What follows belongs to an exercise in optimizing a design on an open flow for small area, a short achievable clock period and few clock cycles; a production flow would make more cautious choices. At most, simulation tests tie the RTL to the original design; equivalence was not proved. The RTL of runs 2 and 3 was laid out without a check of its function. Power and IR drop assume default switching activity.

$ cat run.sh
#!/bin/bash
# synth_recipe.tcl (not shown) runs the flow's synth.tcl, then flattens the netlist and writes it again
# the make line also repeats each setting of config.mk as NAME=value (left out here)
make -C /OpenROAD-flow-scripts/flow DESIGN_CONFIG=/design/flow/config.mk WORK_HOME=/design/flow/orfs CLKGATE_MAP_FILE= SYNTH_SCRIPT=/design/flow/synth_recipe.tcl finish
$ cat config.mk
export PLATFORM = sky130hd
export DESIGN_NAME = replay_block_deframer_core
export DESIGN_NICKNAME = replay_block_deframer_core
export VERILOG_FILES = /design/flow/design.v
export SDC_FILE = /design/flow/constraint.sdc
export NUM_CORES = 4
export LEC_CHECK = 0
export CAP_MARGIN = 20
export CORE_MARGIN = 2
export CORE_UTILIZATION = 40
export SLEW_MARGIN = 20
$ cat constraint.sdc
create_clock -name core_clock -period 8.5 [get_ports {i_clk}]
set_input_delay 1.7000 -clock core_clock [delete_from_list [all_inputs] [get_ports {i_clk}]]
set_output_delay 1.7000 -clock core_clock [all_outputs]
set_load 0.01 [all_outputs]
$ cat design.v
module rbd_fadd
(
    input  logic        i_clk,
    input  logic        i_rst_n,
    input  logic        i_load,
    input  logic [7:0]  i_delta,
    input  logic [31:0] i_a,
    output logic        o_busy,
    output logic        o_we,
    output logic [31:0] o_sum
);
    logic [7:0]  r_d;
    logic [4:0]  r_st;      
    logic [4:0]  r_sh;
    logic        r_dbig;
    logic [27:0] r_w;
    logic        r_inc;
    logic [4:0]  r_lz;
    logic        sa;
    logic [7:0]  ea;
    logic [8:0]  ea_eff;
    logic [23:0] ma;
    logic [2:0]  p;
    logic [7:0]  md;
    logic [8:0]  ed;
    logic [8:0]  e_big;
    assign sa     = i_a[31];
    assign ea     = i_a[30:23];
    assign ea_eff = (ea == 8'd0) ? 9'd1 : {1'b0, ea};
    assign ma     = {ea != 8'd0, i_a[22:0]};
    always_comb begin
        p = 3'd0;
        for (int i = 0; i < 8; i++) begin
            if (r_d[i]) p = 3'(i);
        end
    end
    assign md    = r_d << (3'd7 - p);
    assign ed    = 9'd127 + {6'd0, p};
    assign e_big = r_dbig ? ed : ea_eff;
    assign o_busy = |r_st;
    assign o_we   = r_st[4];
    always_ff @(posedge i_clk) begin
        if (!i_rst_n) begin
            r_st <= '0;
        end else begin
            r_st <= {r_st[3:0], i_load};
        end
    end
    always_ff @(posedge i_clk) begin
        if (i_load) r_d <= i_delta;
    end
    logic [9:0] diff;
    logic [8:0] adiff;
    assign diff  = {1'b0, ea_eff} - {1'b0, ed};
    assign adiff = diff[9] ? (ed - ea_eff) : diff[8:0];
    always_ff @(posedge i_clk) begin
        if (r_st[0]) begin
            r_dbig <= diff[9] || ((diff == 10'd0) && ({md, 16'd0} >= ma));
            r_sh   <= (adiff > 9'd27) ? 5'd27 : adiff[4:0];
        end
    end
    logic [26:0] y;
    logic [26:0] y_sh;
    logic [26:0] y_lost;
    assign y      = r_dbig ? {ma, 3'b000} : {md, 19'd0};
    assign y_lost = y & ~({27{1'b1}} << r_sh);
    assign y_sh   = (r_sh >= 5'd27) ? {26'd0, |y} : ((y >> r_sh) | {26'd0, |y_lost});
    logic [26:0] x;
    assign x = r_dbig ? {md, 19'd0} : {ma, 3'b000};
    logic [27:0] s;
    assign s = sa ? ({1'b0, x} - r_w) : ({1'b0, x} + r_w);
    logic [4:0]  lz;
    logic [26:0] nm;
    always_comb begin
        lz = 5'd0;
        for (int i = 0; i < 27; i++) begin
            if (r_w[i]) lz = 5'(26 - i);
        end
        nm = r_w[27] ? {r_w[27:2], r_w[1] | r_w[0]} : (r_w[26:0] << lz);
    end
    always_ff @(posedge i_clk) begin
        if (r_st[1]) r_w <= {1'b0, y_sh};
        else if (r_st[2]) r_w <= s;
        else if (r_st[3]) begin
            r_w   <= {1'b0, nm};
            r_inc <= r_w[27];
            r_lz  <= r_w[27] ? 5'd0 : lz;
        end
    end
    logic        up;
    logic [24:0] mant;
    logic [8:0]  e1;
    logic [8:0]  e2;
    logic        zero;
    logic        sgn;
    assign up   = r_w[2] & (r_w[1] | r_w[0] | r_w[3]);
    assign mant = {1'b0, r_w[26:3]} + {24'd0, up};
    assign e1   = e_big + {8'd0, r_inc} - {4'd0, r_lz};
    assign e2   = e1 + {8'd0, mant[24]};
    assign zero = ~r_w[26];
    assign sgn  = sa & ~r_dbig;
    always_comb begin
        if (ea == 8'hFF) begin
            o_sum = i_a | {9'd0, i_a[22:0] != 23'd0, 22'd0};
        end else if (r_d == 8'd0) begin
            o_sum = {1'b0, i_a[30:0]} | (i_a[30:0] == 31'd0 ? 32'd0 : {i_a[31], 31'd0});
        end else if (zero) begin
            o_sum = 32'd0;
        end else begin
            o_sum = {sgn, e2[7:0], mant[24] ? mant[23:1] : mant[22:0]};
        end
    end
endmodule
module rbd_front
(
    input  logic        i_clk,
    input  logic        i_rst_n,
    input  logic        i_valid,
    input  logic [7:0]  i_data_byte,
    input  logic        i_full,
    input  logic        i_hdr_taken,
    output logic        o_stall,
    output logic        o_push,
    output logic [9:0]  o_entry,        
    output logic        o_hdr_pending,
    output logic        o_time_busy,
    output logic [3:0]  o_flags,
    output logic [31:0] o_time,
    output logic [31:0] o_len,
    output logic [7:0]  o_type,
    output logic [31:0] o_param
);
    localparam int PH_MARKER  = 0;
    localparam int PH_TIME    = 1;
    localparam int PH_LENGTH  = 2;
    localparam int PH_TYPE    = 3;
    localparam int PH_PARAM   = 4;
    localparam int PH_CONTENT = 5;
    logic [5:0]  r_ph;       
    logic [1:0]  r_idx;
    logic [3:0]  r_flags;
    logic [31:0] r_time;
    logic [31:0] r_len;
    logic [7:0]  r_type;
    logic [31:0] r_param;
    logic [31:0] r_remain;
    logic        r_pending;
    logic        take;
    logic        len_done;
    logic        param_done;
    logic        rem_last;
    logic        len_zero;
    logic        fadd_we;
    logic [31:0] fadd_sum;
    assign len_done   = r_flags[3] || (r_idx == 2'd3);
    assign param_done = r_flags[2] || (r_idx == 2'd3);
    assign rem_last   = (r_remain == 32'd1);
    assign len_zero   = (r_len == 32'd0);
    assign o_stall = (r_pending && !r_ph[PH_CONTENT]) ||
                     (i_full && (r_ph[PH_CONTENT] || (r_ph[PH_PARAM] && param_done)));
    assign take    = i_valid && !o_stall;
    assign o_push  = take && (r_ph[PH_CONTENT] || (r_ph[PH_PARAM] && param_done));
    assign o_entry = r_ph[PH_CONTENT] ? {1'b1, rem_last, i_data_byte} : {1'b0, len_zero, 8'd0};
    assign o_hdr_pending = r_pending;
    assign o_flags = r_flags;
    assign o_time  = r_time;
    assign o_len   = r_len;
    assign o_type  = r_type;
    assign o_param = r_param;
    rbd_fadd u_fadd (
        .i_clk   (i_clk),
        .i_rst_n (i_rst_n),
        .i_load  (take && r_ph[PH_TIME] && r_flags[0]),
        .i_delta (i_data_byte),
        .i_a     (r_time),
        .o_busy  (o_time_busy),
        .o_we    (fadd_we),
        .o_sum   (fadd_sum)
    );
    always_ff @(posedge i_clk) begin
        if (!i_rst_n) begin
            r_ph      <= 6'b000001;
            r_idx     <= '0;
            r_pending <= 1'b0;
        end else begin
            if (i_hdr_taken) r_pending <= 1'b0;
            if (take) begin
                if (r_ph[PH_MARKER]) begin
                    r_ph <= 6'b000010;
                end
                if (r_ph[PH_TIME]) begin
                    r_idx <= r_flags[0] ? 2'd0 : r_idx + 2'd1;
                    if (r_flags[0] || r_idx == 2'd3) r_ph <= 6'b000100;
                end
                if (r_ph[PH_LENGTH]) begin
                    r_idx <= len_done ? 2'd0 : r_idx + 2'd1;
                    if (len_done) r_ph <= r_flags[1] ? 6'b001000 : 6'b010000;
                end
                if (r_ph[PH_TYPE]) begin
                    r_ph <= 6'b010000;
                end
                if (r_ph[PH_PARAM]) begin
                    r_idx <= param_done ? 2'd0 : r_idx + 2'd1;
                    if (param_done) begin
                        r_pending <= 1'b1;
                        r_ph <= len_zero ? 6'b000001 : 6'b100000;
                    end
                end
                if (r_ph[PH_CONTENT]) begin
                    if (rem_last) r_ph <= 6'b000001;
                end
            end
        end
    end
    always_ff @(posedge i_clk) begin
        if (!i_rst_n) begin
            r_time <= '0;
        end else if (fadd_we) begin
            r_time <= fadd_sum;
        end else if (take && r_ph[PH_TIME] && !r_flags[0]) begin
            r_time[8*r_idx +: 8] <= i_data_byte;
        end
    end
    always_ff @(posedge i_clk) begin
        if (take) begin
            if (r_ph[PH_MARKER]) begin
                r_flags <= i_data_byte[3:0];
                r_type  <= 8'd0;
            end
            if (r_ph[PH_LENGTH]) begin
                if (r_idx == 2'd0) r_len <= {24'd0, i_data_byte};
                else r_len[8*r_idx +: 8] <= i_data_byte;
            end
            if (r_ph[PH_TYPE]) begin
                r_type <= i_data_byte;
            end
            if (r_ph[PH_PARAM]) begin
                if (r_idx == 2'd0) r_param <= {24'd0, i_data_byte};
                else r_param[8*r_idx +: 8] <= i_data_byte;
                if (param_done) r_remain <= r_len;
            end
            if (r_ph[PH_CONTENT]) begin
                r_remain <= r_remain - 32'd1;
            end
        end
    end
endmodule
module rbd_queue
#(
    parameter int DEPTH = 4
)
(
    input  logic       i_clk,
    input  logic       i_rst_n,
    input  logic       i_push,
    input  logic [9:0] i_item,
    input  logic       i_pop,
    output logic       o_full,
    output logic       o_valid,
    output logic [9:0] o_item
);
    localparam int AW = (DEPTH > 1) ? $clog2(DEPTH) : 1;
    localparam int CW = $clog2(DEPTH + 1);
    logic [9:0]    r_mem [0:DEPTH-1];
    logic [AW-1:0] r_wr;
    logic [AW-1:0] r_rd;
    logic [CW-1:0] r_count;
    assign o_full  = (r_count == CW'(DEPTH));
    assign o_valid = (r_count != '0);
    assign o_item  = r_mem[r_rd];
    always_ff @(posedge i_clk) begin
        if (i_push) begin
            r_mem[r_wr] <= i_item;
        end
    end
    always_ff @(posedge i_clk) begin
        if (!i_rst_n) begin
            r_wr    <= '0;
            r_rd    <= '0;
            r_count <= '0;
        end else begin
            if (i_push) begin
                r_wr <= (r_wr == AW'(DEPTH - 1)) ? '0 : r_wr + AW'(1);
            end
            if (i_pop) begin
                r_rd <= (r_rd == AW'(DEPTH - 1)) ? '0 : r_rd + AW'(1);
            end
            if (i_push && !i_pop) begin
                r_count <= r_count + CW'(1);
            end else if (i_pop && !i_push) begin
                r_count <= r_count - CW'(1);
            end
        end
    end
endmodule
module rbd_back
(
    input  logic        i_clk,
    input  logic        i_rst_n,
    input  logic        i_q_valid,
    input  logic [9:0]  i_q_item,
    input  logic        i_time_busy,
    input  logic [3:0]  i_flags,
    input  logic [31:0] i_time,
    input  logic [31:0] i_len,
    input  logic [7:0]  i_type,
    input  logic [31:0] i_param,
    input  logic        i_stall,
    output logic        o_pop,
    output logic        o_hdr_taken,
    output logic        o_valid,
    output logic        o_kind,
    output logic        o_last,
    output logic [7:0]  o_byte,
    output logic [3:0]  o_flags,
    output logic [31:0] o_time,
    output logic [31:0] o_len,
    output logic [7:0]  o_type,
    output logic [31:0] o_param
);
    logic free;
    assign free        = !o_valid || !i_stall;
    assign o_pop       = i_q_valid && free && (i_q_item[9] || !i_time_busy);
    assign o_hdr_taken = o_pop && !i_q_item[9];
    always_ff @(posedge i_clk) begin
        if (!i_rst_n) begin
            o_valid <= 1'b0;
        end else if (free) begin
            o_valid <= o_pop;
        end
    end
    always_ff @(posedge i_clk) begin
        if (o_pop) begin
            o_kind <= i_q_item[9];
            o_last <= i_q_item[8];
            o_byte <= i_q_item[7:0];
        end
        if (o_hdr_taken) begin
            o_flags <= i_flags;
            o_time  <= i_time;
            o_len   <= i_len;
            o_type  <= i_type;
            o_param <= i_param;
        end
    end
endmodule
module replay_block_deframer_core
(
    input  logic        i_clk,
    input  logic        i_rst_n,
    input  logic        i_valid,
    output logic        o_stall,
    input  logic [7:0]  i_data_byte,
    output logic        o_valid,
    input  logic        i_stall,
    output logic        o_result_kind,
    output logic [3:0]  o_marker_bits,
    output logic [31:0] o_timestamp_bits,
    output logic [31:0] o_content_length,
    output logic [7:0]  o_block_type,
    output logic [31:0] o_block_param,
    output logic [7:0]  o_content_byte,
    output logic        o_last_of_block
);
    logic        push;
    logic        full;
    logic        q_valid;
    logic        pop;
    logic        hdr_taken;
    logic        time_busy;
    logic [9:0]  push_item;
    logic [9:0]  q_item;
    logic [3:0]  p_flags;
    logic [31:0] p_time;
    logic [31:0] p_len;
    logic [7:0]  p_type;
    logic [31:0] p_param;
    rbd_front u_front (
        .i_clk         (i_clk),
        .i_rst_n       (i_rst_n),
        .i_valid       (i_valid),
        .i_data_byte   (i_data_byte),
        .i_full        (full),
        .i_hdr_taken   (hdr_taken),
        .o_stall       (o_stall),
        .o_push        (push),
        .o_entry       (push_item),
        .o_hdr_pending (),
        .o_time_busy   (time_busy),
        .o_flags       (p_flags),
        .o_time        (p_time),
        .o_len         (p_len),
        .o_type        (p_type),
        .o_param       (p_param)
    );
    rbd_queue u_queue (
        .i_clk   (i_clk),
        .i_rst_n (i_rst_n),
        .i_push  (push),
        .i_item  (push_item),
        .i_pop   (pop),
        .o_full  (full),
        .o_valid (q_valid),
        .o_item  (q_item)
    );
    rbd_back u_back (
        .i_clk       (i_clk),
        .i_rst_n     (i_rst_n),
        .i_q_valid   (q_valid),
        .i_q_item    (q_item),
        .i_time_busy (time_busy),
        .i_flags     (p_flags),
        .i_time      (p_time),
        .i_len       (p_len),
        .i_type      (p_type),
        .i_param     (p_param),
        .i_stall     (i_stall),
        .o_pop       (pop),
        .o_hdr_taken (hdr_taken),
        .o_valid     (o_valid),
        .o_kind      (o_result_kind),
        .o_last      (o_last_of_block),
        .o_byte      (o_content_byte),
        .o_flags     (o_marker_bits),
        .o_time      (o_timestamp_bits),
        .o_len       (o_content_length),
        .o_type      (o_block_type),
        .o_param     (o_block_param)
    );
endmodule
==> reports/qor.csv, run 1 <==
stage;metric;value;unit
run_status;outcome;complete, no violations;
routing;vias_per_cell;6.02;
routing;drtIter0Drc;2229;
sta;fmax;0.198;GHz
sta;finalCritPeriodShare;59.3;%
synthesis;ys_ff_latch;370;
synthesis;yosysWarningCount;4;
routing;wl;72000;um
cells_and_area;nets;2448;
global_routing;grt_pass1_vias;17500;
sta;setup_viol;0;
cells_and_area;multi_input_area;0.0111;mm2
global_routing;antenna_found_initial;0;
sta;finalHoldViolations;0;
cells_and_area;num_antenna_cells;0;
critical_path;crit_type;reg -> reg;
synthesis;synth.distinct_cells;91;
die;core_area;0.0554;mm2
synthesis;netlist_area;0.0225;mm2
routing;dr.pass1.iters;7;
critical_path;end_kind;flop;
critical_path;max_stage_delay;920;ps
global_routing;overflow;0;
synthesis;syn_nets;2385;
cts;cts_resized;0;
synthesis;synth-seq-area-share;46.8;%
critical_path;crit_path_max_fanout;7;
cts;h-tree-depth;2;
critical_path;worstPathCellList;nor2b_1 > o21ai_1 > a21oi_1 > nor4_1 > inv_1 > ha_1 > o21ai_0 > a21boi_0 > o21a_1 > nor4_1 > nor3_2 > mux2i_1 > xor2_1 > or2_2 > and3b_1;
die;io_pins;132;
sta;timing.final.ws_setup;3460;ps
cts;cts_made_buffers;40;
cells_and_area;area_growth;15.1;%
global_routing;grt_pass1_wl;108000;um
pwr;power_density;218;mW/mm2
critical_path;critPathArrivalTime;5370;ps
synthesis;async_flop_share;0;%
global_routing;grt_usage;24.3;%
die;die_w;241;um
cells_and_area;drive_gt1_share;7.05;%
cts;hold_buffers;0;
placement;io_buffer_count;131;
pwr;total_power;5.64;mW
routing;routedWlPerCell;23.0;um
cts;postCtsSetupRepairBufs;0;
synthesis;syn_area_per_cell;9.83;um2
global_routing;grt_start_max_net_pins;75;
placement;dpl.cell_count;3059;
die;start_util;40.6;%
sta;fin_tns_setup;0;ps
hold_path;min_path_type;reg -> reg;
cts;clk_latency;580;ps
pwr;leakage;9.41;nW
routing;detail-route-antenna-nets;0;
cts;clk_path_buf_depth;3;
cts;clk_pin_slew;60;ps
pwr;ir_drop;133;uV
cells_and_area;stdcell_area;0.0259;mm2
cts;clkSinkCount;370;
synthesis;synth_ff_type;edfxtp_1;
placement;place_area;0.0245;mm2
critical_path;cp.required;8830;ps
placement;dpl.hpwl;51800;um
critical_path;crit_path_start_kind;flop;
placement;post-place-ws;3560;ps
cells_and_area;instances_no_fill;3131;
synthesis;synthCells;2291;
routing;vias;18900;
synthesis;synth-edff-count;313;
sta;rsz0062_at_grt;false;
routing;drc;0;
run;maxCapViolations;0;
sta;slew_violations;0;
die;num_rows;86;
die;die-area;0.0582;mm2
cts;cts_tree;yes;
sta;worstMarginPinSlew;1060;ps
sta;fin_skew;23.3;ps
cts;clockRootBuffer;clkbuf_16;
placement;gp_congestion;0.960;
cells_and_area;regArea;0.0105;mm2
cells_and_area;fillCellCount;5189;
critical_path;crit_slowest_cell;nor4_1;
sta;slew-limit-headroom;29.1;%
die;die_h;241;um
critical_path;cp_common_cell;nor4_1;
sta;finalCriticalPeriod;5040;ps
[synthesized netlist by cell type (19+ instances only)]
master	instances	area, um2
a21o_1	25	188
a21oi_1	222	1110
a22o_1	20	175
a31oi_1	39	244
and2_1	40	250
and3_1	36	225
clkbuf_1	115	432
dfxtp_1	57	1140
edfxtp_1	313	9400
ha_1	77	963
inv_1	78	293
mux2i_1	65	651
nand2_1	166	623
nand2b_1	71	444
nand3_1	48	240
nor2_1	205	769
nor2b_1	43	269
nor3_1	48	240
nor4_1	29	181
o211a_1	20	200
o211ai_1	20	150
o21ai_0	129	646
or3_1	19	119
xnor2_1	74	648
xor2_1	31	272
[stage by stage]
step	utilization, %	hold slack, ps
after CTS	46.7	418
after detailed placement	44.2	405
final	46.8	417
after floorplan	-	400
after global routing	46.8	422
after global placement	44.2	403
[kinds of logic after synthesis]
| family | Yosys count | share of synthesized area (%) |
|---|---|---|
| simple gates | 745 | 16.3 |
| compound gates | 661 | 18.9 |
| flops | 370 | 46.8 |
| buf+inv | 231 | 4.02 |
| xor+xnor | 105 | 4.08 |
| mux | 97 | 5.19 |
| fa+ha+maj | 82 | 4.72 |
[layer usage]
metal	up-vias	wire, um	track usage (%)
li1	8602	-	-
met1	9236	31500	34.6
met2	881	32400	37.8
met3	136	5990	4.24
met4	0	2130	7.65
met5	-	0	0
[sequential cells by signal, summed over array words and instances (netlist names), 6 cells and up, named ones only]
register / cells
u_back.o_byte: 8
u_back.o_len: 32
u_back.o_param: 32
u_back.o_time: 32
u_back.o_type: 8
u_front.r_len: 24
u_front.r_param: 24
u_front.r_ph: 6
u_front.r_remain: 32
u_front.r_time: 32
u_front.r_type: 8
u_front.u_fadd.r_d: 8
u_front.u_fadd.r_w: 28
u_queue.r_mem: 40
[area by class of cell]
| type | count | area share [%] |
|---|---|---|
| Tap cell | 748 | 3.61 |
| Clock buffer | 46 | 4.11 |
| Multi-Input combinational cell | 1690 | 42.9 |
| Inverter | 84 | 1.22 |
| Sequential cell | 370 | 40.7 |
| Clock inverter | 25 | 1.33 |
| Timing Repair Buffer | 168 | 6.16 |
[placed cells by master (no fill, tap or decap), drive strengths merged, types with 29 or more instances in the layout]
cell type	Yosys	layout
o21ai	141	141
inv	82	86
nand2	166	166
xnor2	74	74
nor4	29	29
a21oi	223	223
nor2b	43	43
buf	32	38
edfxtp	313	313
ha	77	77
mux2i	65	65
nor2	206	206
and3	37	37
nor3	49	49
clkdlybuf4s50	0	130
clkbuf	115	46
a31oi	39	39
nand2b	71	71
xor2	31	31
and2	40	40
nand3	48	48
dfxtp	57	57
[critical path, delay by kind of cell, from the launching register on]
kind                       cells  cell delay (ps)
DFF                            1              470
muxes                          1              280
and+or+nand+nor                6             2130
AOI/OAI and AO/OA              5             1120
adders and majority gates      1              470
buffers and inverters          1              210
xor gates and xnor gates       1              100
[where the power goes]
part           switching (mW)  internal, mW  total, mW
clock network           0.764          1.10       1.86
registers               0.157          2.38       2.53
logic                   0.656         0.594       1.25
total                    1.58          4.07       5.64
[worst paths after layout]
| check | startpoint | endpoint | slack [ps] | depth (start not counted) |
|---|---|---|---|---|
| setup / recovery | u_front.u_fadd.r_d[1]$_DFFE_PP_ | u_front.u_fadd.r_sh[2]$_SDFFCE_PN0P_ | 3460 | 15 |
| hold / removal | u_front.r_type[5]$_SDFFCE_PN0P_ | u_back.o_type[5]$_DFFE_PP_ | 420 | 0 |
| setup reg to reg | u_front.u_fadd.r_d[1]$_DFFE_PP_ | u_front.u_fadd.r_sh[2]$_SDFFCE_PN0P_ | 3460 | 15 |
| hold reg to reg | u_front.r_type[5]$_SDFFCE_PN0P_ | u_back.o_type[5]$_DFFE_PP_ | 420 | 0 |
Testbench counts, summed over its fixed seeds: cycles 12,788.
==> inputs of run 2 (changes only) <==
--- a/design.v
+++ b/design.v
@@ -9,108 +9,162 @@
     output logic        o_we,
     output logic [31:0] o_sum
 );
-    logic [7:0]  r_d;
-    logic [4:0]  r_st;      
+    logic [2:0]  r_p;       
+    logic [7:0]  r_md;      
+    logic        r_dz;      
+    logic [3:0]  r_st;      
     logic [4:0]  r_sh;
     logic        r_dbig;
     logic [27:0] r_w;
-    logic        r_inc;
-    logic [4:0]  r_lz;
+    logic [7:0]  r_e;
     logic        sa;
     logic [7:0]  ea;
-    logic [8:0]  ea_eff;
+    logic [7:0]  ea_eff;
     logic [23:0] ma;
-    logic [2:0]  p;
-    logic [7:0]  md;
-    logic [8:0]  ed;
-    logic [8:0]  e_big;
     assign sa     = i_a[31];
     assign ea     = i_a[30:23];
-    assign ea_eff = (ea == 8'd0) ? 9'd1 : {1'b0, ea};
+    assign ea_eff = (ea == 8'd0) ? 8'd1 : ea;
     assign ma     = {ea != 8'd0, i_a[22:0]};
+    logic [2:0] ld_p;
     always_comb begin
-        p = 3'd0;
+        ld_p = 3'd0;
         for (int i = 0; i < 8; i++) begin
-            if (r_d[i]) p = 3'(i);
+            if (i_delta[i]) ld_p = 3'(i);
         end
     end
-    assign md    = r_d << (3'd7 - p);
-    assign ed    = 9'd127 + {6'd0, p};
-    assign e_big = r_dbig ? ed : ea_eff;
+    always_ff @(posedge i_clk) begin
+        if (i_load) begin
+            r_p  <= ld_p;
+            r_md <= i_delta << (3'd7 - ld_p);
+            r_dz <= (i_delta == 8'd0);
+        end
+    end
+    logic done;
+    assign done   = r_st[3] && (r_w[27] || r_w[26] || (r_w == 28'd0));
     assign o_busy = |r_st;
-    assign o_we   = r_st[4];
+    assign o_we   = done;
     always_ff @(posedge i_clk) begin
         if (!i_rst_n) begin
             r_st <= '0;
         end else begin
-            r_st <= {r_st[3:0], i_load};
+            r_st[0] <= i_load;
+            r_st[1] <= r_st[0];
+            r_st[2] <= r_st[1];
+            r_st[3] <= r_st[2] || (r_st[3] && !done);
         end
     end
-    always_ff @(posedge i_clk) begin
-        if (i_load) r_d <= i_delta;
-    end
-    logic [9:0] diff;
+    logic [8:0] diff;       
     logic [8:0] adiff;
-    assign diff  = {1'b0, ea_eff} - {1'b0, ed};
-    assign adiff = diff[9] ? (ed - ea_eff) : diff[8:0];
+    assign diff  = {1'b0, ea_eff} - 9'd127 - {6'd0, r_p};
+    assign adiff = diff[8] ? (9'd0 - diff) : diff;
     always_ff @(posedge i_clk) begin
         if (r_st[0]) begin
-            r_dbig <= diff[9] || ((diff == 10'd0) && ({md, 16'd0} >= ma));
-            r_sh   <= (adiff > 9'd27) ? 5'd27 : adiff[4:0];
+            r_dbig <= diff[8] || ((diff == 9'd0) &&
+                      ((r_md > ma[23:16]) || ((r_md == ma[23:16]) && (ma[15:0] == 16'd0))));
+            r_sh   <= (adiff > 9'd31) ? 5'd31 : adiff[4:0];
         end
     end
-    logic [26:0] y;
     logic [26:0] y_sh;
-    logic [26:0] y_lost;
-    assign y      = r_dbig ? {ma, 3'b000} : {md, 19'd0};
-    assign y_lost = y & ~({27{1'b1}} << r_sh);
-    assign y_sh   = (r_sh >= 5'd27) ? {26'd0, |y} : ((y >> r_sh) | {26'd0, |y_lost});
-    logic [26:0] x;
-    assign x = r_dbig ? {md, 19'd0} : {ma, 3'b000};
-    logic [27:0] s;
-    assign s = sa ? ({1'b0, x} - r_w) : ({1'b0, x} + r_w);
-    logic [4:0]  lz;
-    logic [26:0] nm;
     always_comb begin
-        lz = 5'd0;
-        for (int i = 0; i < 27; i++) begin
-            if (r_w[i]) lz = 5'(26 - i);
-        end
-        nm = r_w[27] ? {r_w[27:2], r_w[1] | r_w[0]} : (r_w[26:0] << lz);
+        logic [26:0] v;
+        logic        st;
+        v  = r_dbig ? {ma, 3'b000} : {r_md, 19'd0};
+        st = 1'b0;
+        if (r_sh[0]) begin st = st | v[0];          v = v >> 1;  end
+        if (r_sh[1]) begin st = st | (|v[1:0]);     v = v >> 2;  end
+        if (r_sh[2]) begin st = st | (|v[3:0]);     v = v >> 4;  end
+        if (r_sh[3]) begin st = st | (|v[7:0]);     v = v >> 8;  end
+        if (r_sh[4]) begin st = st | (|v[15:0]);    v = v >> 16; end
+        y_sh = v | {26'd0, st};
     end
+    logic [26:0] x;
+    logic [27:0] s;
+    assign x = r_dbig ? {r_md, 19'd0} : {ma, 3'b000};
+    rbd_add #(.W(28)) u_add (
+        .i_a    ({1'b0, x}),
+        .i_b    (sa ? ~r_w : r_w),
+        .i_cin  (sa),
+        .o_sum  (s),
+        .o_cout ()
+    );
     always_ff @(posedge i_clk) begin
-        if (r_st[1]) r_w <= {1'b0, y_sh};
-        else if (r_st[2]) r_w <= s;
-        else if (r_st[3]) begin
-            r_w   <= {1'b0, nm};
-            r_inc <= r_w[27];
-            r_lz  <= r_w[27] ? 5'd0 : lz;
+        if (r_st[1]) begin
+            r_w <= {1'b0, y_sh};
+        end else if (r_st[2]) begin
+            r_w <= s;
+            r_e <= r_dbig ? (8'd127 + {5'd0, r_p}) : ea_eff;
+        end else if (r_st[3]) begin
+            r_w <= {r_w[26:0], 1'b0};
+            r_e <= r_e - 8'd1;
         end
     end
+    logic [23:0] m;
+    logic        g;
+    logic        stk;
     logic        up;
     logic [24:0] mant;
-    logic [8:0]  e1;
-    logic [8:0]  e2;
-    logic        zero;
-    logic        sgn;
-    assign up   = r_w[2] & (r_w[1] | r_w[0] | r_w[3]);
-    assign mant = {1'b0, r_w[26:3]} + {24'd0, up};
-    assign e1   = e_big + {8'd0, r_inc} - {4'd0, r_lz};
-    assign e2   = e1 + {8'd0, mant[24]};
-    assign zero = ~r_w[26];
-    assign sgn  = sa & ~r_dbig;
+    logic [7:0]  e2;
+    assign m    = r_w[27] ? r_w[27:4] : r_w[26:3];
+    assign g    = r_w[27] ? r_w[3] : r_w[2];
+    assign stk  = r_w[27] ? (|r_w[2:0]) : (|r_w[1:0]);
+    assign up   = g & (stk | m[0]);
+    rbd_add #(.W(25)) u_round (
+        .i_a    ({1'b0, m}),
+        .i_b    (25'd0),
+        .i_cin  (up),
+        .o_sum  (mant),
+        .o_cout ()
+    );
+    assign e2   = r_e + {7'd0, r_w[27]} + {7'd0, mant[24]};
     always_comb begin
         if (ea == 8'hFF) begin
             o_sum = i_a | {9'd0, i_a[22:0] != 23'd0, 22'd0};
-        end else if (r_d == 8'd0) begin
-            o_sum = {1'b0, i_a[30:0]} | (i_a[30:0] == 31'd0 ? 32'd0 : {i_a[31], 31'd0});
-        end else if (zero) begin
+        end else if (r_dz) begin
+            o_sum = (i_a[30:0] == 31'd0) ? 32'd0 : i_a;
+        end else if (!r_w[27] && !r_w[26]) begin
             o_sum = 32'd0;
         end else begin
-            o_sum = {sgn, e2[7:0], mant[24] ? mant[23:1] : mant[22:0]};
+            o_sum = {sa & ~r_dbig, e2, mant[22:0]};
         end
     end
 endmodule
+module rbd_add
+#(
+    parameter int W = 8
+)
+(
+    input  logic [W-1:0] i_a,
+    input  logic [W-1:0] i_b,
+    input  logic         i_cin,
+    output logic [W-1:0] o_sum,
+    output logic         o_cout
+);
+    logic [W-1:0] g;
+    logic [W-1:0] p;
+    logic [W-1:0] cg;
+    logic [W-1:0] cp;
+    always_comb begin
+        g  = i_a & i_b;
+        p  = i_a ^ i_b;
+        cg = g;
+        cp = p;
+        cg[0] = g[0] | (p[0] & i_cin);
+        for (int d = 1; d < W; d = d * 2) begin
+            for (int i = 2 * d - 1; i < W; i = i + 2 * d) begin
+                cg[i] = cg[i] | (cp[i] & cg[i - d]);
+                cp[i] = cp[i] & cp[i - d];
+            end
+        end
+        for (int d = 1 << ($clog2(W) - 1); d >= 1; d = d / 2) begin
+            for (int i = 3 * d - 1; i < W; i = i + 2 * d) begin
+                cg[i] = cg[i] | (cp[i] & cg[i - d]);
+                cp[i] = cp[i] & cp[i - d];
+            end
+        end
+        o_sum  = p ^ {cg[W-2:0], i_cin};
+        o_cout = cg[W-1];
+    end
+endmodule
 module rbd_front
 (
     input  logic        i_clk,
@@ -138,7 +192,8 @@
     localparam int PH_CONTENT = 5;
     logic [5:0]  r_ph;       
     logic [1:0]  r_idx;
-    logic [3:0]  r_flags;
+    logic [3:0]  r_flags;    
+    logic [3:0]  r_hflags;   
     logic [31:0] r_time;
     logic [31:0] r_len;
     logic [7:0]  r_type;
@@ -152,17 +207,25 @@
     logic        len_zero;
     logic        fadd_we;
     logic [31:0] fadd_sum;
+    logic [31:0] rem_dec;
+    rbd_add #(.W(32)) u_dec (
+        .i_a    (r_remain),
+        .i_b    (32'hFFFF_FFFF),
+        .i_cin  (1'b0),
+        .o_sum  (rem_dec),
+        .o_cout ()
+    );
     assign len_done   = r_flags[3] || (r_idx == 2'd3);
     assign param_done = r_flags[2] || (r_idx == 2'd3);
     assign rem_last   = (r_remain == 32'd1);
     assign len_zero   = (r_len == 32'd0);
-    assign o_stall = (r_pending && !r_ph[PH_CONTENT]) ||
+    assign o_stall = (r_pending && !r_ph[PH_CONTENT] && !r_ph[PH_MARKER]) ||
                      (i_full && (r_ph[PH_CONTENT] || (r_ph[PH_PARAM] && param_done)));
     assign take    = i_valid && !o_stall;
     assign o_push  = take && (r_ph[PH_CONTENT] || (r_ph[PH_PARAM] && param_done));
     assign o_entry = r_ph[PH_CONTENT] ? {1'b1, rem_last, i_data_byte} : {1'b0, len_zero, 8'd0};
     assign o_hdr_pending = r_pending;
-    assign o_flags = r_flags;
+    assign o_flags = r_hflags;
     assign o_time  = r_time;
     assign o_len   = r_len;
     assign o_type  = r_type;
@@ -225,7 +288,9 @@
         if (take) begin
             if (r_ph[PH_MARKER]) begin
                 r_flags <= i_data_byte[3:0];
-                r_type  <= 8'd0;
+            end
+            if (r_ph[PH_LENGTH] && len_done && !r_flags[1]) begin
+                r_type <= 8'd0;
             end
             if (r_ph[PH_LENGTH]) begin
                 if (r_idx == 2'd0) r_len <= {24'd0, i_data_byte};
@@ -237,10 +302,13 @@
             if (r_ph[PH_PARAM]) begin
                 if (r_idx == 2'd0) r_param <= {24'd0, i_data_byte};
                 else r_param[8*r_idx +: 8] <= i_data_byte;
-                if (param_done) r_remain <= r_len;
+                if (param_done) begin
+                    r_remain <= r_len;
+                    r_hflags <= r_flags;
+                end
             end
             if (r_ph[PH_CONTENT]) begin
-                r_remain <= r_remain - 32'd1;
+                r_remain <= rem_dec;
             end
         end
     end
--- a/config.mk
+++ b/config.mk
@@ -8,4 +8,5 @@
 export CAP_MARGIN = 20
 export CORE_MARGIN = 2
 export CORE_UTILIZATION = 40
+export SETUP_SLACK_MARGIN = 5
 export SLEW_MARGIN = 20
==> run 2 against run 1 <==
Critical path type is now reg -> out. Non-clock buffer count grew 62. Final cell count fell by 14%. Clock-buffer cell count is 10 higher. Sequential power is 2% higher. Still clean on timing, DRC and antenna. Area after synthesis decreased by 7.4%. Clock skew fell by 4.3 ps.
==> reports/qor.csv, run 2 <==
stage;metric;value;unit;change
run_status;outcome;complete, no violations;;unchanged
critical_path;worstPathCellList;ha_4 > o21a_4 > o211ai_1 > nand2_1 > buf_2;;was nor2b_1 > o21ai_1 > a21oi_1 > nor4_1 > inv_1 > ha_1 > o21ai_0 > a21boi_0 > o21a_1 > nor4_1 > nor3_2 > mux2i_1 > xor2_1 > or2_2 > and3b_1
cts;clk_path_buf_depth;3;;unchanged
synthesis;synthTopCellsByArea;edfxtp_1 47%, ha_1 5.5%, dfxtp_1 5.4%;;was edfxtp_1 42%, dfxtp_1 5.1%, a21oi_1 4.9%
sta;worstMarginPinSlew;1110;ps;was 1060 ps
cts;h-tree-depth;2;;unchanged
critical_path;critPathArrivalTime;1830;ps;was 5370 ps
critical_path;crit_type;reg -> out;;was reg -> reg
critical_path;crit_path_max_fanout;2;;was 7
cells_and_area;final_cell_mix;323 x edfxtp_1, 151 x nand2_1, 129 x clkdlybuf4s50_1, 109 x inv_1, 91 x nor2_1;;was 313 x edfxtp_1, 221 x a21oi_1, 201 x nor2_1, 166 x nand2_1, 130 x clkdlybuf4s50_1
synthesis;yosysWarningCount;7;;was 4
synthesis;synth-seq-area-share;51.9;%;was 46.8%
global_routing;antenna_found_initial;1;;was 0
global_routing;grt_start_max_net_pins;73;;was 75
pwr;leakage;9.57;nW;was 9.41 nW
sta;finalCriticalPeriod;3530;ps;was 5040 ps
placement;io_buffer_count;131;;unchanged
cts;cts_tree;yes;;unchanged
global_routing;grt_pass1_vias;14800;;was 17500
synthesis;synthTopCellsByCount;323 x edfxtp_1, 156 x nand2_1, 113 x inv_1;;was 313 x edfxtp_1, 222 x a21oi_1, 205 x nor2_1
sta;slew_violations;0;;unchanged
cells_and_area;largest_register;u_queue.r_mem;;unchanged
die;die-area;0.0540;mm2;was 0.0582 mm2
routing;dr.pass1.iters;5;;was 7
cts;clk_pin_slew;60;ps;about the same
cts;clk_latency;560;ps;was 580 ps
pwr;ir_drop;143;uV;was 133 uV
routing;drc;0;;unchanged
critical_path;crit_slowest_cell;dfxtp_4;;was nor4_1
critical_path;path_delay_family;compound AO/OA/AOI/OAI gates;;was simple AND/OR/NAND/NOR gates
sta;finalCritPeriodShare;41.5;%;was 59.3%
critical_path;cp.required;6800;ps;was 8830 ps
routing;vias;15300;;was 18900
synthesis;ys_ff_latch;379;;was 370
routing;detail-route-antenna-nets;0;;unchanged
synthesis;synth.distinct_cells;76;;was 91
critical_path;end_kind;primary output;;was flop
placement;gp_congestion;0.949;;was 0.960
sta;whs;418;ps;was 417 ps
sta;rsz0062_at_grt;true;;was false
synthesis;post-synth-top-area-cell;edfxtp_1;;unchanged
global_routing;overflow;0;;unchanged
sta;slew-limit-headroom;25.6;%;was 29.1%
synthesis;synth_most_common_cell;edfxtp_1;;unchanged
cts;hold_buffers;0;;unchanged
routing;wl;58300;um;was 72000 um
cts;cts_made_buffers;40;;unchanged
routing;drtIter0Drc;1255;;was 2229
synthesis;synth-edff-count;323;;was 313
cells_and_area;area_growth;21.1;%;was 15.1%
routing;dr_wl_met2;28000;um;was 32400 um
sta;fin_tns_setup;0;ps;unchanged
routing;top_layer_used;met4;;unchanged
cells_and_area;largest_reg_flops;40;;unchanged
synthesis;syn_nets;1937;;was 2385
cts;clockRootBuffer;clkbuf_16;;unchanged
critical_path;max_stage_delay;350;ps;was 920 ps
cells_and_area;nets;2094;;was 2448
placement;dpl.hpwl;38200;um;was 51800 um
synthesis;async_flop_share;0;%;unchanged
critical_path;crit_path_start_kind;flop;;unchanged
routing;vias_per_cell;5.71;;was 6.02
global_routing;grt_usage;21.1;%;was 24.3%
synthesis;synthCells;1819;;was 2291
sta;finalHoldViolations;0;;unchanged
die;io_pins;132;;unchanged
hold_path;min_path_type;reg -> reg;;unchanged
die;num_rows;83;;was 86
pwr;power_density;220;mW/mm2;was 218 mW/mm2
global_routing;grt_pass1_wl;88400;um;was 108000 um
synthesis;synth_ff_type;edfxtp_1;;unchanged
routing;routedWlPerCell;21.7;um;was 23.0 um
cts;clkSinkCount;379;;was 370
routing;wl_met1;24900;um;was 31500 um
critical_path;worst-path-buf-inv;1;;unchanged
synthesis;synth_top_area_share;46.5;%;was 41.7%
die;die_h;232;um;was 241 um
sta;fmax;0.283;GHz;was 0.198 GHz
cells_and_area;drive_gt1_share;15.2;%;was 7.05%
run;maxCapViolations;0;;unchanged
die;core_area;0.0514;mm2;was 0.0554 mm2
synthesis;netlist_area;0.0208;mm2;was 0.0225 mm2
sta;setup_viol;0;;unchanged
cells_and_area;final_common_cell;edfxtp_1;;unchanged
die;start_util;40.6;%;about the same
die;die_w;232;um;was 241 um
routing;met3_length;3600;um;was 5990 um
synthesis;syn_area_per_cell;11.5;um2;was 9.83 um2
sta;fin_skew;19.0;ps;was 23.3 ps
[run 2: layout make-up]
| cell class | instances | area, um2 |
|---|---|---|
| Multi-Input combinational cell | 1208 | 9590 |
| Timing Repair Buffer | 230 | 2240 |
| Timing Repair inverter | 1 | 11.3 |
| Antenna cell | 1 | 2.50 |
| Clock buffer | 56 | 1080 |
| Inverter | 116 | 470 |
| Clock inverter | 15 | 126 |
| Fill cell | 4505 | 26200 |
| Tap cell | 680 | 851 |
| Sequential cell | 379 | 10900 |
[run 2: cells by family after synthesis]
kind of cell	after synthesis	share of synthesized area [%]
simple gates	475	11.4
compound gates	430	14.5
flops	379	51.9
buf+inv	232	4.31
mux	111	7.37
fa+ha+maj	106	6.90
xor+xnor	86	3.61
[run 2: metal layers]
layer,vias to the layer above,global-route usage (%)
met4,0,7.49
met5,-,0
li1,7082,-
met2,567,34.8
met3,100,2.90
met1,7582,28.6
[run 2: through the flow]
step	power, mW	instance area [um2]	util [%]	setup WS (ps)	cells
after floorplan	3.18	21000	-	4450	1819
after global placement	3.85	22900	44.5	3920	2544
after detailed placement	3.87	22900	44.5	3900	2545
after CTS	5.58	24700	48.0	4870	2652
after global routing	5.78	25200	49.1	4910	2685
final	5.54	25200	49.1	4970	2686
[run 2: worst paths after layout]
path         slack [ps]                                to  cells past startpoint                            start
max                4970                           o_stall                      5    u_front.r_idx[1]$_SDFFE_PN0P_
min                 420       u_back.o_param[2]$_DFFE_PP_                      0                             flop
max reg2reg        5020  u_front.u_fadd.r_w[24]$_DFFE_PP_                     13  u_front.r_time[31]$_SDFFE_PN0P_
min reg2reg         420       u_back.o_param[2]$_DFFE_PP_                      0                             flop
[run 2: what timing repair did]
action / CTS / global route
gates resized for setup: 66 / 63
setup buffers: 33 / 30
gates cloned: 3 / 3
pin swaps: 21 / 34
endpoints found under the setup margin: 120 / 55
[run 2: power breakdown]
group	total, mW	internal [mW]	switching [mW]
registers	2.58	2.43	0.148
logic	1.30	0.649	0.647
clock network	1.67	0.927	0.742
==> inputs of run 3 (changes only) <==
--- a/config.mk
+++ b/config.mk
@@ -8,5 +8,4 @@
 export CAP_MARGIN = 20
 export CORE_MARGIN = 2
 export CORE_UTILIZATION = 40
-export SETUP_SLACK_MARGIN = 5
 export SLEW_MARGIN = 20
==> run 3 against run 2 <==
Still clean on timing, DRC and antenna. Die area did not move. Setup slack worse by 1100 ps. Clock-buffer cell count fell by 4. Non-clock buffer count down 67. Largest cell class unchanged. Highest routed layer unchanged.
==> reports/qor.csv, run 3 <==
stage;metric;value;unit;change
global_routing;grt_pass1_vias;14200;;was 14800
cells_and_area;num_antenna_cells;0;;was 1
cts;cts_resized;0;;was 66
critical_path;crit_path_start_kind;flop;;unchanged
pwr;ir_drop;180;uV;was 143 uV
sta;slew-limit-headroom;31.0;%;was 25.6%
placement;dpl.hpwl;38300;um;was 38200 um
cts;postCtsSetupRepairBufs;0;;was 33
synthesis;yosysWarningCount;7;;unchanged
die;start_util;40.6;%;unchanged
critical_path;cp.required;8920;ps;was 6800 ps
synthesis;async_flop_share;0;%;unchanged
sta;fin_tns_setup;0;ps;unchanged
die;num_rows;83;;unchanged
die;die_w;232;um;unchanged
synthesis;post-synth-top-area-cell;edfxtp_1;;unchanged
cts;clkSinkCount;379;;unchanged
sta;slew_violations;0;;unchanged
routing;detail-route-antenna-nets;0;;unchanged
critical_path;max_stage_delay;470;ps;was 350 ps
routing;drtIter0Drc;1406;;was 1255
cells_and_area;drive_gt1_share;8.87;%;was 15.2%
cells_and_area;largest_reg_flops;40;;unchanged
pwr;leakage;9.16;nW;was 9.57 nW
synthesis;synth-edff-count;323;;unchanged
routing;top_layer_used;met4;;unchanged
critical_path;worstPathCellList;buf_4 > clkinv_1 > buf_4 > nand2_1 > inv_1 > ha_1 > a21oi_1 > nand2_1 > a221o_1 > o21ai_0 > o2bb2ai_1 > a21oi_1 > a41oi_1 > o21ai_0 > fa_1 > xnor2_1 > nor2_1 > a21oi_1 > a21oi_1;;was ha_4 > o21a_4 > o211ai_1 > nand2_1 > buf_2
synthesis;synthTopCellsByArea;edfxtp_1 47%, ha_1 5.5%, dfxtp_1 5.4%;;unchanged
cts;cts_made_buffers;41;;was 40
critical_path;crit_slowest_cell;buf_4;;was dfxtp_4
synthesis;synth.distinct_cells;76;;unchanged
global_routing;grt_usage;20.4;%;was 21.1%
sta;rsz0062_at_grt;false;;was true
cts;h-tree-depth;2;;unchanged
critical_path;crit_path_max_fanout;59;;was 2
synthesis;synth-seq-area-share;51.9;%;unchanged
routing;dr_wl_met2;26100;um;was 28000 um
run;maxCapViolations;0;;unchanged
routing;met3_length;3090;um;was 3600 um
cells_and_area;stdcell_area;0.0242;mm2;was 0.0252 mm2
routing;routedWlPerCell;21.2;um;was 21.7 um
synthesis;syn_nets;1937;;unchanged
cts;clk_pin_slew;60;ps;about the same
sta;worstMarginPinSlew;1030;ps;was 1110 ps
routing;wl;55400;um;was 58300 um
critical_path;critPathArrivalTime;5050;ps;was 1830 ps
synthesis;syn_area_per_cell;11.5;um2;unchanged
cells_and_area;nets;2027;;was 2094
cells_and_area;final_core_util;47.1;%;was 49.1%
cts;clk_path_buf_depth;3;;unchanged
critical_path;cp_common_cell;a21oi_1;;
die;core_area;0.0514;mm2;unchanged
cts;hold_buffers;0;;unchanged
routing;vias;14900;;was 15300
synthesis;ys_ff_latch;379;;unchanged
cells_and_area;largest_register;u_queue.r_mem;;unchanged
run_status;outcome;complete, no violations;;unchanged
sta;fin_skew;18.1;ps;was 19.0 ps
synthesis;synth_top_area_share;46.5;%;unchanged
routing;drc;0;;unchanged
pwr;power_density;233;mW/mm2;was 220 mW/mm2
die;die_h;232;um;unchanged
hold_path;holdPathStages;0;;unchanged
critical_path;worst-path-buf-inv;4;;was 1
cells_and_area;final_common_cell;edfxtp_1;;unchanged
sta;setup_viol;0;;unchanged
placement;place_area;0.0228;mm2;was 0.0229 mm2
global_routing;antenna_found_initial;0;;was 1
critical_path;crit_type;reg -> reg;;was reg -> out
cts;clk_latency;560;ps;about the same
synthesis;synthCells;1819;;unchanged
cts;clockRootBuffer;clkbuf_16;;unchanged
placement;gp_congestion;0.911;;was 0.949
critical_path;cp.depth;19;;was 5
synthesis;synth_most_common_cell;edfxtp_1;;unchanged
global_routing;grt_start_max_net_pins;73;;unchanged
sta;finalCriticalPeriod;4630;ps;was 3530 ps
routing;wl_met1;25100;um;was 24900 um
cts;cts_tree;yes;;unchanged
die;io_pins;132;;unchanged
critical_path;end_kind;flop;;was primary output
hold_path;min_path_type;reg -> reg;;unchanged
global_routing;grt_pass1_wl;85300;um;was 88400 um
critical_path;r2r_cells;19;;was 13
routing;vias_per_cell;5.68;;was 5.71
sta;fmax;0.216;GHz;was 0.283 GHz
routing;dr.pass1.iters;5;;unchanged
synthesis;synthTopCellsByCount;323 x edfxtp_1, 156 x nand2_1, 113 x inv_1;;unchanged
sta;finalCritPeriodShare;54.5;%;was 41.5%
cells_and_area;fillCellCount;4702;;was 4505
global_routing;overflow;0;;unchanged
synthesis;netlist_area;0.0208;mm2;unchanged
cells_and_area;area_growth;16.1;%;was 21.1%
synthesis;synth_ff_type;edfxtp_1;;unchanged
sta;finalHoldViolations;0;;unchanged
die;die-area;0.0540;mm2;unchanged
cells_and_area;final_cell_mix;323 x edfxtp_1, 156 x nand2_1, 130 x clkdlybuf4s50_1, 113 x inv_1, 92 x a21oi_1;;was 323 x edfxtp_1, 151 x nand2_1, 129 x clkdlybuf4s50_1, 109 x inv_1, 91 x nor2_1
critical_path;path_delay_family;compound AO/OA/AOI/OAI gates;;unchanged
placement;io_buffer_count;131;;unchanged
-- run 3: cell families after synthesis --
kind of cell | share of synthesized area (%)
adder cells (fa/ha/maj) | 6.90
flip-flops | 51.9
AO/OA/AOI/OAI | 14.5
buffers and inverters | 4.31
multiplexers | 7.37
AND/OR/NAND/NOR | 11.4
XOR/XNOR | 3.61
-- run 3: where the power goes --
part | total (mW) | switching, mW | internal (mW)
Combinational | 1.23 | 0.633 | 0.596
Clock | 1.82 | 0.751 | 1.06
Sequential | 2.58 | 0.147 | 2.44
-- run 3: stage by stage --
step | hold slack (ps) | total power, mW | setup WS [ps] | std cells
after global placement | 401 | 3.85 | 3950 | 2545
after CTS | 418 | 5.69 | 3890 | 2619
after global routing | 424 | 5.87 | 3610 | 2620
final | 417 | 5.63 | 3870 | 2620
after detailed placement | 405 | 3.87 | 3930 | 2545
after floorplan | 400 | 3.21 | 1420 | 1819
-- run 3: final cells by class --
cell class                 count  area [um2]  area share [%]
tap                          680         851            3.52
sequential                   379       10800            44.7
inverter                     116         435            1.80
multi-input combinational   1208        9170            37.9
timing repair buffer         163        1560            6.44
clock buffer                  52        1090            4.49
clock inverter                22         262            1.08
-- run 3: final timing paths --
kind | to | startpoint | slack [ps]
worst min register to register | u_back.o_type[0]$_DFFE_PP_ | u_front.r_type[0]$_SDFFCE_PN0P_ | 420
worst max register to register | u_front.u_fadd.r_w[27]$_SDFFE_PP0N_ | u_front.u_fadd.r_dbig$_DFFE_PP_ | 3870
worst min-delay path | u_back.o_type[0]$_DFFE_PP_ | u_front.r_type[0]$_SDFFCE_PN0P_ | 420
worst max-delay path | u_front.u_fadd.r_w[27]$_SDFFE_PP0N_ | u_front.u_fadd.r_dbig$_DFFE_PP_ | 3870
-- run 3: routing by layer --
layer | global-route usage [%] | up-vias
li1 | - | 6952
met1 | 28.7 | 7390
met2 | 33.1 | 465
met3 | 2.75 | 71
met4 | 5.29 | 0
met5 | 0 | -
-- run 3: worst register-to-register path, stage by stage (launching register included) --
cell	delay, ps
edfxtp_1	320
buf_4	470
clkinv_1	230
buf_4	280
nand2_1	160
inv_1	70
ha_1	330
a21oi_1	170
nand2_1	70
a221o_1	380
o21ai_0	260
o2bb2ai_1	250
a21oi_1	150
a41oi_1	320
o21ai_0	160
fa_1	390
xnor2_1	210
nor2_1	60
a21oi_1	160
a21oi_1	70
==> inputs of run 4 (changes only) <==
--- a/design.v
+++ b/design.v
@@ -3,12 +3,13 @@
     input  logic        i_clk,
     input  logic        i_rst_n,
     input  logic        i_load,
+    input  logic [3:0]  i_lane_we,
     input  logic [7:0]  i_delta,
     input  logic [31:0] i_a,
     output logic        o_busy,
-    output logic        o_we,
-    output logic [31:0] o_sum
+    output logic [31:0] o_time
 );
+    logic [31:0] o_sum;
     logic [2:0]  r_p;       
     logic [7:0]  r_md;      
     logic        r_dz;      
@@ -16,6 +17,7 @@
     logic [4:0]  r_sh;
     logic        r_dbig;
     logic [27:0] r_w;
+    assign r_w = o_time[27:0];
     logic [7:0]  r_e;
     logic        sa;
     logic [7:0]  ea;
@@ -42,7 +44,6 @@
     logic done;
     assign done   = r_st[3] && (r_w[27] || r_w[26] || (r_w == 28'd0));
     assign o_busy = |r_st;
-    assign o_we   = done;
     always_ff @(posedge i_clk) begin
         if (!i_rst_n) begin
             r_st <= '0;
@@ -89,13 +90,19 @@
     );
     always_ff @(posedge i_clk) begin
         if (r_st[1]) begin
-            r_w <= {1'b0, y_sh};
+            o_time[27:0] <= {1'b0, y_sh};
         end else if (r_st[2]) begin
-            r_w <= s;
+            o_time[27:0] <= s;
             r_e <= r_dbig ? (8'd127 + {5'd0, r_p}) : ea_eff;
+        end else if (done) begin
+            o_time <= o_sum;
         end else if (r_st[3]) begin
-            r_w <= {r_w[26:0], 1'b0};
+            o_time[27:0] <= {r_w[26:0], 1'b0};
             r_e <= r_e - 8'd1;
+        end else begin
+            for (int k = 0; k < 4; k++) begin
+                if (i_lane_we[k]) o_time[8*k +: 8] <= i_delta;
+            end
         end
     end
     logic [23:0] m;
@@ -173,6 +180,8 @@
     input  logic [7:0]  i_data_byte,
     input  logic        i_full,
     input  logic        i_hdr_taken,
+    input  logic [31:0] i_prev,         
+    input  logic        i_words_out,    
     output logic        o_stall,
     output logic        o_push,
     output logic [9:0]  o_entry,        
@@ -195,6 +204,7 @@
     logic [3:0]  r_flags;    
     logic [3:0]  r_hflags;   
     logic [31:0] r_time;
+    logic [3:0]  time_lane_we;
     logic [31:0] r_len;
     logic [7:0]  r_type;
     logic [31:0] r_param;
@@ -205,8 +215,6 @@
     logic        param_done;
     logic        rem_last;
     logic        len_zero;
-    logic        fadd_we;
-    logic [31:0] fadd_sum;
     logic [31:0] rem_dec;
     rbd_add #(.W(32)) u_dec (
         .i_a    (r_remain),
@@ -220,6 +228,7 @@
     assign rem_last   = (r_remain == 32'd1);
     assign len_zero   = (r_len == 32'd0);
     assign o_stall = (r_pending && !r_ph[PH_CONTENT] && !r_ph[PH_MARKER]) ||
+                     (i_words_out && (r_ph[PH_LENGTH] | r_ph[PH_TYPE] | r_ph[PH_PARAM])) ||
                      (i_full && (r_ph[PH_CONTENT] || (r_ph[PH_PARAM] && param_done)));
     assign take    = i_valid && !o_stall;
     assign o_push  = take && (r_ph[PH_CONTENT] || (r_ph[PH_PARAM] && param_done));
@@ -233,13 +242,18 @@
     rbd_fadd u_fadd (
         .i_clk   (i_clk),
         .i_rst_n (i_rst_n),
-        .i_load  (take && r_ph[PH_TIME] && r_flags[0]),
-        .i_delta (i_data_byte),
-        .i_a     (r_time),
-        .o_busy  (o_time_busy),
-        .o_we    (fadd_we),
-        .o_sum   (fadd_sum)
+        .i_load    (take && r_ph[PH_TIME] && r_flags[0]),
+        .i_lane_we (time_lane_we),
+        .i_delta   (i_data_byte),
+        .i_a       (i_prev),
+        .o_busy    (o_time_busy),
+        .o_time    (r_time)
     );
+    always_comb begin
+        for (int k = 0; k < 4; k++) begin
+            time_lane_we[k] = take && r_ph[PH_TIME] && !r_flags[0] && (r_idx == 2'(k));
+        end
+    end
     always_ff @(posedge i_clk) begin
         if (!i_rst_n) begin
             r_ph      <= 6'b000001;
@@ -276,15 +290,6 @@
         end
     end
     always_ff @(posedge i_clk) begin
-        if (!i_rst_n) begin
-            r_time <= '0;
-        end else if (fadd_we) begin
-            r_time <= fadd_sum;
-        end else if (take && r_ph[PH_TIME] && !r_flags[0]) begin
-            r_time[8*r_idx +: 8] <= i_data_byte;
-        end
-    end
-    always_ff @(posedge i_clk) begin
         if (take) begin
             if (r_ph[PH_MARKER]) begin
                 r_flags <= i_data_byte[3:0];
@@ -370,9 +375,6 @@
     input  logic        i_time_busy,
     input  logic [3:0]  i_flags,
     input  logic [31:0] i_time,
-    input  logic [31:0] i_len,
-    input  logic [7:0]  i_type,
-    input  logic [31:0] i_param,
     input  logic        i_stall,
     output logic        o_pop,
     output logic        o_hdr_taken,
@@ -381,10 +383,7 @@
     output logic        o_last,
     output logic [7:0]  o_byte,
     output logic [3:0]  o_flags,
-    output logic [31:0] o_time,
-    output logic [31:0] o_len,
-    output logic [7:0]  o_type,
-    output logic [31:0] o_param
+    output logic [31:0] o_time
 );
     logic free;
     assign free        = !o_valid || !i_stall;
@@ -392,6 +391,13 @@
     assign o_hdr_taken = o_pop && !i_q_item[9];
     always_ff @(posedge i_clk) begin
         if (!i_rst_n) begin
+            o_time <= '0;
+        end else if (o_hdr_taken) begin
+            o_time <= i_time;
+        end
+    end
+    always_ff @(posedge i_clk) begin
+        if (!i_rst_n) begin
             o_valid <= 1'b0;
         end else if (free) begin
             o_valid <= o_pop;
@@ -405,10 +411,6 @@
         end
         if (o_hdr_taken) begin
             o_flags <= i_flags;
-            o_time  <= i_time;
-            o_len   <= i_len;
-            o_type  <= i_type;
-            o_param <= i_param;
         end
     end
 endmodule
@@ -443,6 +445,9 @@
     logic [31:0] p_len;
     logic [7:0]  p_type;
     logic [31:0] p_param;
+    assign o_content_length = p_len;
+    assign o_block_type     = p_type;
+    assign o_block_param    = p_param;
     rbd_front u_front (
         .i_clk         (i_clk),
         .i_rst_n       (i_rst_n),
@@ -450,6 +455,8 @@
         .i_data_byte   (i_data_byte),
         .i_full        (full),
         .i_hdr_taken   (hdr_taken),
+        .i_words_out   (q_valid || o_valid),
+        .i_prev        (o_timestamp_bits),
         .o_stall       (o_stall),
         .o_push        (push),
         .o_entry       (push_item),
@@ -479,9 +486,6 @@
         .i_time_busy (time_busy),
         .i_flags     (p_flags),
         .i_time      (p_time),
-        .i_len       (p_len),
-        .i_type      (p_type),
-        .i_param     (p_param),
         .i_stall     (i_stall),
         .o_pop       (pop),
         .o_hdr_taken (hdr_taken),
@@ -490,9 +494,6 @@
         .o_last      (o_last_of_block),
         .o_byte      (o_content_byte),
         .o_flags     (o_marker_bits),
-        .o_time      (o_timestamp_bits),
-        .o_len       (o_content_length),
-        .o_type      (o_block_type),
-        .o_param     (o_block_param)
+        .o_time      (o_timestamp_bits)
     );
 endmodule
--- a/config.mk
+++ b/config.mk
@@ -5,7 +5,9 @@
 export SDC_FILE = /design/flow/constraint.sdc
 export NUM_CORES = 4
 export LEC_CHECK = 0
+export ABC_CLOCK_PERIOD_IN_PS = 3000
 export CAP_MARGIN = 20
 export CORE_MARGIN = 2
 export CORE_UTILIZATION = 40
+export SETUP_SLACK_MARGIN = 5
 export SLEW_MARGIN = 20
==> run 4 against run 3 <==
Routed wire length increased by 4.0%. Sequential power shrank 29%. Clock skew is 1.8 ps lower. Flip-flop and latch count down 100. Final cell count shrank 4.4%. Final area decreased by 8.8%. Highest routed layer unchanged. First-iteration DRC count fell by 10%. Clock-buffer cell count fell by 12. Synthesized cell count fell by 4.3%. Die area decreased by 14%. Largest cell class is now multi-input gates. Critical path type unchanged. Clock power is 18% lower.
==> reports/qor.csv, run 4 <==
stage;metric;value;unit;change
synthesis;synth-seq-area-share;43.8;%;was 51.9%
sta;finalCritPeriodShare;44.3;%;was 54.5%
die;num_rows;77;;was 83
pwr;leakage;8.22;nW;was 9.16 nW
global_routing;grt_pass1_wl;87400;um;was 85300 um
cells_and_area;regArea;0.00787;mm2;was 0.0108 mm2
routing;detail-route-antenna-nets;0;;unchanged
sta;slew_violations;0;;unchanged
hold_path;holdPathStages;0;;unchanged
placement;dpl.cell_count;2373;;was 2545
cts;clkSinkCount;279;;was 379
synthesis;synth-edff-count;223;;was 323
cells_and_area;drive_gt1_share;17.2;%;was 8.87%
synthesis;synth.distinct_cells;83;;was 76
cells_and_area;fillCellCount;4035;;was 4702
critical_path;r2r_cells;15;;was 19
synthesis;synthTopCellsByCount;223 x edfxtp_1, 132 x nand2_1, 117 x nor2_1;;was 323 x edfxtp_1, 156 x nand2_1, 113 x inv_1
die;start_util;40.5;%;was 40.6%
cts;hold_buffers;0;;unchanged
synthesis;synth_most_common_cell;edfxtp_1;;unchanged
critical_path;end_kind;flop;;unchanged
synthesis;ys_ff_latch;279;;was 379
pwr;ir_drop;107;uV;was 180 uV
sta;fin_tns_setup;0;ps;unchanged
cts;clk_pin_slew;60;ps;about the same
synthesis;synth_ff_type;edfxtp_1;;unchanged
global_routing;grt_start_max_net_pins;53;;was 73
critical_path;timing.rr.end;u_front.u_fadd.o_time[27]$_SDFFE_PP0P_;;was u_front.u_fadd.r_w[27]$_SDFFE_PP0N_
cells_and_area;num_antenna_cells;0;;unchanged
placement;dpl.hpwl;38100;um;was 38300 um
critical_path;cp_common_cell;buf_12;;was a21oi_1
critical_path;crit_slowest_cell;edfxtp_1;;was buf_4
cts;cts_made_buffers;34;;was 41
sta;rsz0062_at_grt;true;;was false
global_routing;grt_pass1_vias;14700;;was 14200
die;die_h;215;um;was 232 um
sta;fin_skew;16.2;ps;was 18.1 ps
synthesis;syn_nets;1859;;was 1937
global_routing;grt_usage;24.3;%;was 20.4%
cts;clk_latency;550;ps;was 560 ps
cells_and_area;largest_register;u_queue.r_mem;;unchanged
cells_and_area;largest_reg_flops;40;;unchanged
die;io_pins;132;;unchanged
die;die-area;0.0463;mm2;was 0.0540 mm2
cts;clockRootBuffer;clkbuf_16;;unchanged
critical_path;cp.required;8940;ps;was 8920 ps
routing;dr.pass1.iters;5;;unchanged
sta;fmax;0.265;GHz;was 0.216 GHz
cts;cts_tree;yes;;unchanged
routing;drtIter0Drc;1265;;was 1406
sta;whs;418;ps;was 417 ps
cells_and_area;area_growth;23.6;%;was 16.1%
global_routing;overflow;0;;unchanged
routing;routedWlPerCell;23.0;um;was 21.2 um
global_routing;antenna_found_initial;0;;unchanged
synthesis;synthTopCellsByArea;edfxtp_1 38%, ha_1 6.4%, dfxtp_1 6.3%;;was edfxtp_1 47%, ha_1 5.5%, dfxtp_1 5.4%
critical_path;ff2ff_setup_slack;4730;ps;was 3870 ps
critical_path;max_stage_delay;430;ps;was 470 ps
cts;clk_path_buf_depth;3;;unchanged
cells_and_area;multi_input_area;0.00969;mm2;was 0.00917 mm2
run;maxCapViolations;0;;unchanged
routing;wl;57600;um;was 55400 um
synthesis;syn_area_per_cell;10.3;um2;was 11.5 um2
cts;h-tree-depth;2;;unchanged
die;core_area;0.0441;mm2;was 0.0514 mm2
run_status;outcome;complete, no violations;;unchanged
critical_path;r2r_start;u_front.u_fadd.r_dbig$_DFFE_PP_;;unchanged
hold_path;holdPathEnd;u_back.o_flags[1]$_DFFE_PP_;;was u_back.o_type[0]$_DFFE_PP_
routing;drc;0;;unchanged
critical_path;crit_path_start_kind;flop;;unchanged
die;die_w;215;um;was 232 um
critical_path;crit_path_max_fanout;11;;was 59
critical_path;critPathArrivalTime;4210;ps;was 5050 ps
pwr;power_density;237;mW/mm2;was 233 mW/mm2
synthesis;synth_top_area_share;37.5;%;was 46.5%
critical_path;worstPathCellList;buf_12 > buf_12 > nor2b_1 > ha_1 > and4_1 > a221o_1 > o2111a_2 > o31ai_4 > o21ai_2 > nor4_1 > nor3_1 > fa_2 > xor2_2 > a21oi_2 > a2111oi_2;;was buf_4 > clkinv_1 > buf_4 > nand2_1 > inv_1 > ha_1 > a21oi_1 > nand2_1 > a221o_1 > o21ai_0 > o2bb2ai_1 > a21oi_1 > a41oi_1 > o21ai_0 > fa_1 > xnor2_1 > nor2_1 > a21oi_1 > a21oi_1
synthesis;synthCells;1741;;was 1819
synthesis;yosysWarningCount;7;;unchanged
sta;finalHoldViolations;0;;unchanged
sta;setup_viol;0;;unchanged
cells_and_area;instances_no_fill;2504;;was 2620
routing;vias_per_cell;5.94;;was 5.68
placement;gp_congestion;0.902;;was 0.911
hold_path;holdCritStartpoint;u_front.r_hflags[1]$_DFFE_PP_;;was u_front.r_type[0]$_SDFFCE_PN0P_
critical_path;crit_type;reg -> reg;;unchanged
sta;slew-limit-headroom;29.5;%;was 31.0%
placement;io_buffer_count;131;;unchanged
synthesis;netlist_area;0.0178;mm2;was 0.0208 mm2
routing;vias;14900;;about the same
sta;finalCriticalPeriod;3770;ps;was 4630 ps
cells_and_area;final_common_cell;edfxtp_1;;unchanged
cells_and_area;nets;2004;;was 2027
cells_and_area;final_cell_mix;223 x edfxtp_1, 126 x clkdlybuf4s50_1, 121 x nand2_1, 112 x nor2_1, 103 x a21oi_1;;was 323 x edfxtp_1, 156 x nand2_1, 130 x clkdlybuf4s50_1, 113 x inv_1, 92 x a21oi_1
synthesis;post-synth-top-area-cell;edfxtp_1;;unchanged
hold_path;min_path_type;reg -> reg;;unchanged
sta;worstMarginPinSlew;1050;ps;was 1030 ps
synthesis;async_flop_share;0;%;unchanged
run 4: changes by cell type after synthesis, moves of 9 or more:
cell,delta
a21oi_1,+18
a221oi_1,+31
and3_1,-10
edfxtp_1,-100
inv_1,-10
nand2_1,-24
nor2_1,+23
o211a_1,-30
o211ai_1,-31
o21ai_0,+31
xnor2_1,-10
xor2_1,+9
run 4: power breakdown:
part | total (mW) | internal, mW | switching (mW)
Sequential | 1.84 | 1.61 | 0.240
Combinational | 1.89 | 0.882 | 1.00
Clock | 1.49 | 0.884 | 0.607
run 4: cell type report:
type / instances / share of cell area, %
repair buffers: 222 / 9.94
inverters: 105 / 1.93
multi-input cells: 1244 / 43.9
clock buffers: 40 / 4.05
well taps: 592 / 3.36
clock inverters: 22 / 1.10
flip-flops and latches: 279 / 35.7
run 4: critical path: cells and delay by family (launching register included):
family          cells  cell delay (ps)
compound gates      6             1390
xor+xnor            1              170
fa+ha+maj           2              670
buf+inv             2              310
flops               1              430
simple gates        4              680
run 4: timing repair:
action | CTS | global route
endpoints found under the setup margin | 53 | 42
pin swaps | 24 | 37
resized for setup | 79 | 73
cloned | 5 | 0
setup buffers | 39 | 24
run 4: metal layers:
layer  share of wire, %  wire length (um)  up-vias  global-route usage (%)
met2                 46             26500      598                    38.8
met5                  0                 0        -                       0
met4                3.1              1770        0                    8.11
met1                 44             25100     7400                    32.8
met3                7.4              4280      112                    4.97
li1                   -                 -     6760                       -
run 4: cell families after synthesis:
family | after synthesis | share of synthesized area, %
DFF | 279 | 43.8
buffers and inverters | 218 | 4.80
AOI/OAI and AO/OA | 451 | 17.0
adders and majority gates | 106 | 8.06
xor gates and xnor gates | 85 | 4.17
muxes | 112 | 8.31
and+or+nand+nor | 490 | 13.9
run 4: worst max path at each step:
| stage | startpoint | end | slack [ps] | cells past startpoint |
|---|---|---|---|---|
| floorplan | u_front.u_fadd.r_dbig$_DFFE_PP_ | u_front.u_fadd.o_time[27]$_SDFFE_PP0P_ | 4660 | 18 |
| global placement | i_data_byte[2] | u_front.u_fadd.r_md[6]$_DFFE_PP_ | 4020 | 9 |
| detailed placement | i_data_byte[2] | u_front.u_fadd.r_md[6]$_DFFE_PP_ | 3890 | 9 |
| CTS | u_front.u_fadd.o_time[27]$_SDFFE_PP0P_ | u_front.u_fadd.o_time[26]$_DFFE_PP_ | 4650 | 18 |
| global route | u_front.u_fadd.r_dbig$_DFFE_PP_ | u_front.u_fadd.o_time[27]$_SDFFE_PP0P_ | 4560 | 15 |
| finish | u_front.u_fadd.r_dbig$_DFFE_PP_ | u_front.u_fadd.o_time[27]$_SDFFE_PP0P_ | 4730 | 15 |
run 4: metrics by stage:
stage,total power [mW],setup slack (ps),area [um2],utilization (%)
2_1_floorplan,2.97,4660,18000,-
3_3_place_gp,3.48,4020,19700,44.7
3_5_place_dp,3.50,3890,19700,44.7
4_1_cts,5.13,4650,21600,48.9
5_1_grt,5.48,4560,22100,50.0
6_report,5.22,4730,22100,50.0
Testbench counts of run 4, summed over its fixed seeds: cycles 13,091.

what the ideal ports hide:
Ports are ideal in the flow. The routed layouts listed here were re-timed in OpenROAD.
Step 1: set_driving_cell puts a clkbuf_16 on i_clk and a buf_2 on each other input, an assumption about the parent block.
Step 2 also shifts input and output timing later by t, the mid clock arrival at the registers, as if the neighbouring blocks saw the same clock.
Slacks: no drivers / after step 1 / after step 2; pairs: no drivers / after step 1.
run | t, ns | slack for setup (ns)
run 1 | 0.636 | 3.461 / 3.461 / 3.461
run 2 | 0.612 | 4.971 / 4.914 / 4.477
run 3 | 0.609 | 3.870 / 3.870 / 3.870
run 4 | 0.587 | 4.731 / 4.731 / 4.216
After both steps setup and hold are still met in every run listed.
